This design comes from an exercise in tuning for a short achievable clock period and few clock cycles on the open sky130 flow, not from production work. RTL that was checked went through simulation tests only; none was proved equivalent to the original. Power is estimated from default activity; no workload was simulated.

== run 1 ==
// seq_store_top
module seq_store_top (
  input  wire logic                  clk_i,
  input  wire logic                  rst_ni,
  input  wire logic                  rx_deshfu_valid_i,
  output logic                       rx_deshfu_ready_o,
  input  wire store_pkg::seq_entry_t rx_deshfu_i,
  input  wire logic                  txn_valid_i,
  output logic                       txn_ready_o,
  input  wire store_pkg::txn_beat_t  txn_i,
  input  wire logic                  meta_valid_i,
  output logic                       meta_ready_o,
  input  wire store_pkg::meta_t      meta_i,
  output logic                       axi_w_valid_o,
  input  wire logic                  axi_w_ready_i,
  output store_pkg::w_beat_t         axi_w_o
);
Size: ~3900 cells after synthesis, about 1300 flip-flops, roughly 270 I/O pins, about 0.059 mm^2 of cells after synthesis.
Settings: LEC_CHECK=0, CAP_MARGIN=20, CORE_MARGIN=2, CORE_UTILIZATION=58, CTS_CLUSTER_DIAMETER=80, CTS_CLUSTER_SIZE=16, SETUP_SLACK_MARGIN=4.0, SLEW_MARGIN=20; clock period 6.3 ns.
run.sh (not shown) runs the stock make flow with config.mk's settings and CLKGATE_MAP_FILE= SYNTH_SCRIPT=/design/flow/synth_recipe.tcl, a recipe that flattens the netlist after the stock synthesis.
Run 1 completed end to end with timing, DRC and antenna clean.
Testbench counts of run 1, summed over its fixed seeds: cycles 8,528.
Changes in run 2 relative to run 1:
Settings: swapping 58 for 62 in CORE_UTILIZATION.
Results
- Run 2 has completed all stages; timing, DRC and antenna checks passed.
- Delta (run 2 minus run 1): smallest hold slack decreased by 0.018 ns relative to the old numbers; die extent in x shows a reduction of 3.2%; post-cts gate resize count +33; count of fill cells added during filler insertion dropped 13%.
- [compare] base=run 1 new=run 2: overall power of the completed layout increased 1.0%; met3 capacity usage during global routing increased 1.1 points.
- Run 2 ended up with fewer standard cells than run 1.
- Comparing run 2 with run 1, the delay of the slowest critical-path stage came out essentially unchanged.
#### Input delta (run 3 over run 2)
Settings: changing CORE_UTILIZATION from 62 to 58; changing SETUP_SLACK_MARGIN from 4.0 to 4.2.
==> run notes <==
Run 3 did not stop at any stage, and its layout met the timing, DRC and antenna checks.
Vias: run 3 more than run 2
Against run 2, global-route wire length before repair in run 3 rose by a few percent.
Between run 3 and run 2, the difference in violation count after the first detailed-routing iteration is negligible.
Power: run 3 draws more than run 2
On worst hold slack, run 3 does better than run 2.
Input-level comparison between run 4 and run 3:
Settings: SETUP_SLACK_MARGIN changed from 4.2 to 4.0; CTS_CLUSTER_SIZE changed from 16 to 22.
--- outcome ---
What run 4 reported for number of global-route vias before repair has to be multiplied by 1.06 to get the figure for run 3.
Run 3 -> run 4: post-cts gate resize count decreased by more than a quarter
Sort run 4 and run 3 by area growth from synthesis to layout asc -> top: run 4
| shortest clock period the worst path allows after layout | run 4 vs run 3 | 0.082 ns lower |
In run 4, the power came out 0.0055 W below the value in run 3.
Edits applied to the flow inputs when going from run 4 to run 5:
Settings: a change of CTS_CLUSTER_DIAMETER from 80 to 100; a change of CTS_CLUSTER_SIZE from 22 to 20; a change of SETUP_SLACK_MARGIN from 4.0 to 4.05.
Notes after the runs:
Total of clock buffers placed in the layout: run 5 vs run 4 up 9
Run 5 ended up with a higher part of the cycle the worst path needs than run 4 did.
On run 5: path depth of the worst reg2reg path is 1 higher than what run 4 gave.
The higher sum of routed wire length over all layers of run 5 and run 4 is in run 5.
Run 5 drops more vias than run 4.

========
seq_store_top, a different RTL version from the one above (not shown whole).
Size: ~4100 cells after synthesis, roughly 1300 flip-flops, roughly 59000 um2 of cells after synthesis.
clock: 6.3 ns
lec_check: 0
cap_margin: 20
core_margin: 2
core_utilization: 55
cts_cluster_diameter: 80
cts_cluster_size: 30
setup_slack_margin: 4.0
slew_margin: 20
Change:
Settings changed: CORE_UTILIZATION 55 to 70, CTS_CLUSTER_DIAMETER 80 to 60.
=> Now the flow failed in global routing (GRT-0232); synthesized cell count does not change; area after synthesis does not change.
No run of this note included a check of the RTL's function; only the layout flow was run.

========
## west
RTL: one of the versions met above, not the one the previous note started from.
For scale: about 3900 cells after synthesis, about 1300 flip-flops, about 270 I/O pins.
Settings: LEC_CHECK=0, CAP_MARGIN=20, CORE_MARGIN=2, CORE_UTILIZATION=58, CTS_CLUSTER_DIAMETER=100, CTS_CLUSTER_SIZE=20, SETUP_SLACK_MARGIN=3.95, SLEW_MARGIN=20; clock period 6.3 ns.
west ran to completion and came out clean on the timing, DRC and antenna checks.
Testbench counts of west, summed over its fixed seeds: cycles 8,528.
The inputs of middle differ from those of west as listed below.
- CTS_CLUSTER_DIAMETER: 100 -> 120
- CORE_UTILIZATION: 58 -> 56
Findings:
- On cell area after layout, middle tracks west almost exactly.
- Compared with west, middle shows a lower final core area utilization.
- Compared middle against west; buffer share of cell area within noise.
- When middle is set beside west, its first-iteration DRC count turns out to be 245 smaller.
- Power share of the combinational group, west and middle: smaller value in middle

========
Another version of the RTL of seq_store_top (not shown whole).
Size in the first run: ~1300 flip-flops, ~270 I/O pins, roughly 57000 sq um of cells after synthesis.
export LEC_CHECK = 0
export CAP_MARGIN = 20
export CORE_MARGIN = 2
export CORE_UTILIZATION = 58
export CTS_CLUSTER_DIAMETER = 50
export CTS_CLUSTER_SIZE = 30
export SETUP_SLACK_MARGIN = 4.0
export SLEW_MARGIN = 20
create_clock -name core_clock -period 6.3 [get_ports {clk_i}]
Testbench counts at the start, summed over its fixed seeds: cycles 8,528.
==> next run, changes <==
--- a/flow/config.mk
+++ b/flow/config.mk
@@ -10,3 +10,3 @@
 export CORE_UTILIZATION = 58
-export CTS_CLUSTER_DIAMETER = 50
+export CTS_CLUSTER_DIAMETER = 80
 export CTS_CLUSTER_SIZE = 30
Outcome: Total power shrinks by 10%. Setup slack improves by 39 ps. Cell count shrinks by 2.7%. Non-clock buffer count grows by 3.

-- static timing again, ports no longer ideal --
No port has a modelled driver above. Below, the same layouts with a new extraction and two added sets of constraints.
Step 1 sets driving cells, clkbuf_16 on the clock port and buf_2 on the other inputs (assumed; they add their load-dependent delay and slew).
Step 2 times the ports against the registers' clock, not the clock port: input delays grow and output delays shrink by t, the midpoint of the rising clock arrivals with the driver on.
a / b / c = no drivers / after step 1 / after step 2; a / b = the first two.
run	t, ns	setup slack, ns	cell pins on the clock port's net
run 1	0.764	3.839 / 3.769 / 3.289	1
run 2	0.762	3.846 / 3.775 / 3.234	1
run 3	0.765	3.759 / 3.759 / 3.341	1
run 4	0.736	3.842 / 3.775 / 3.295	1
run 5	0.756	3.814 / 3.777 / 3.241	1
the first run of note 2	0.799	3.521 / 3.521 / 2.888	1
west	0.737	3.865 / 3.790 / 3.262	1
middle	0.741	3.872 / 3.799 / 3.178	1
the first run of note 4	0.803	3.768 / 3.694 / 3.240	1
the second run of note 4	0.770	3.807 / 3.730 / 3.284	1
After both steps setup and hold are still met in every run listed. The setup slack of middle, which loses most, moves by -0.073 ns with the drivers and by -0.694 ns with both steps.
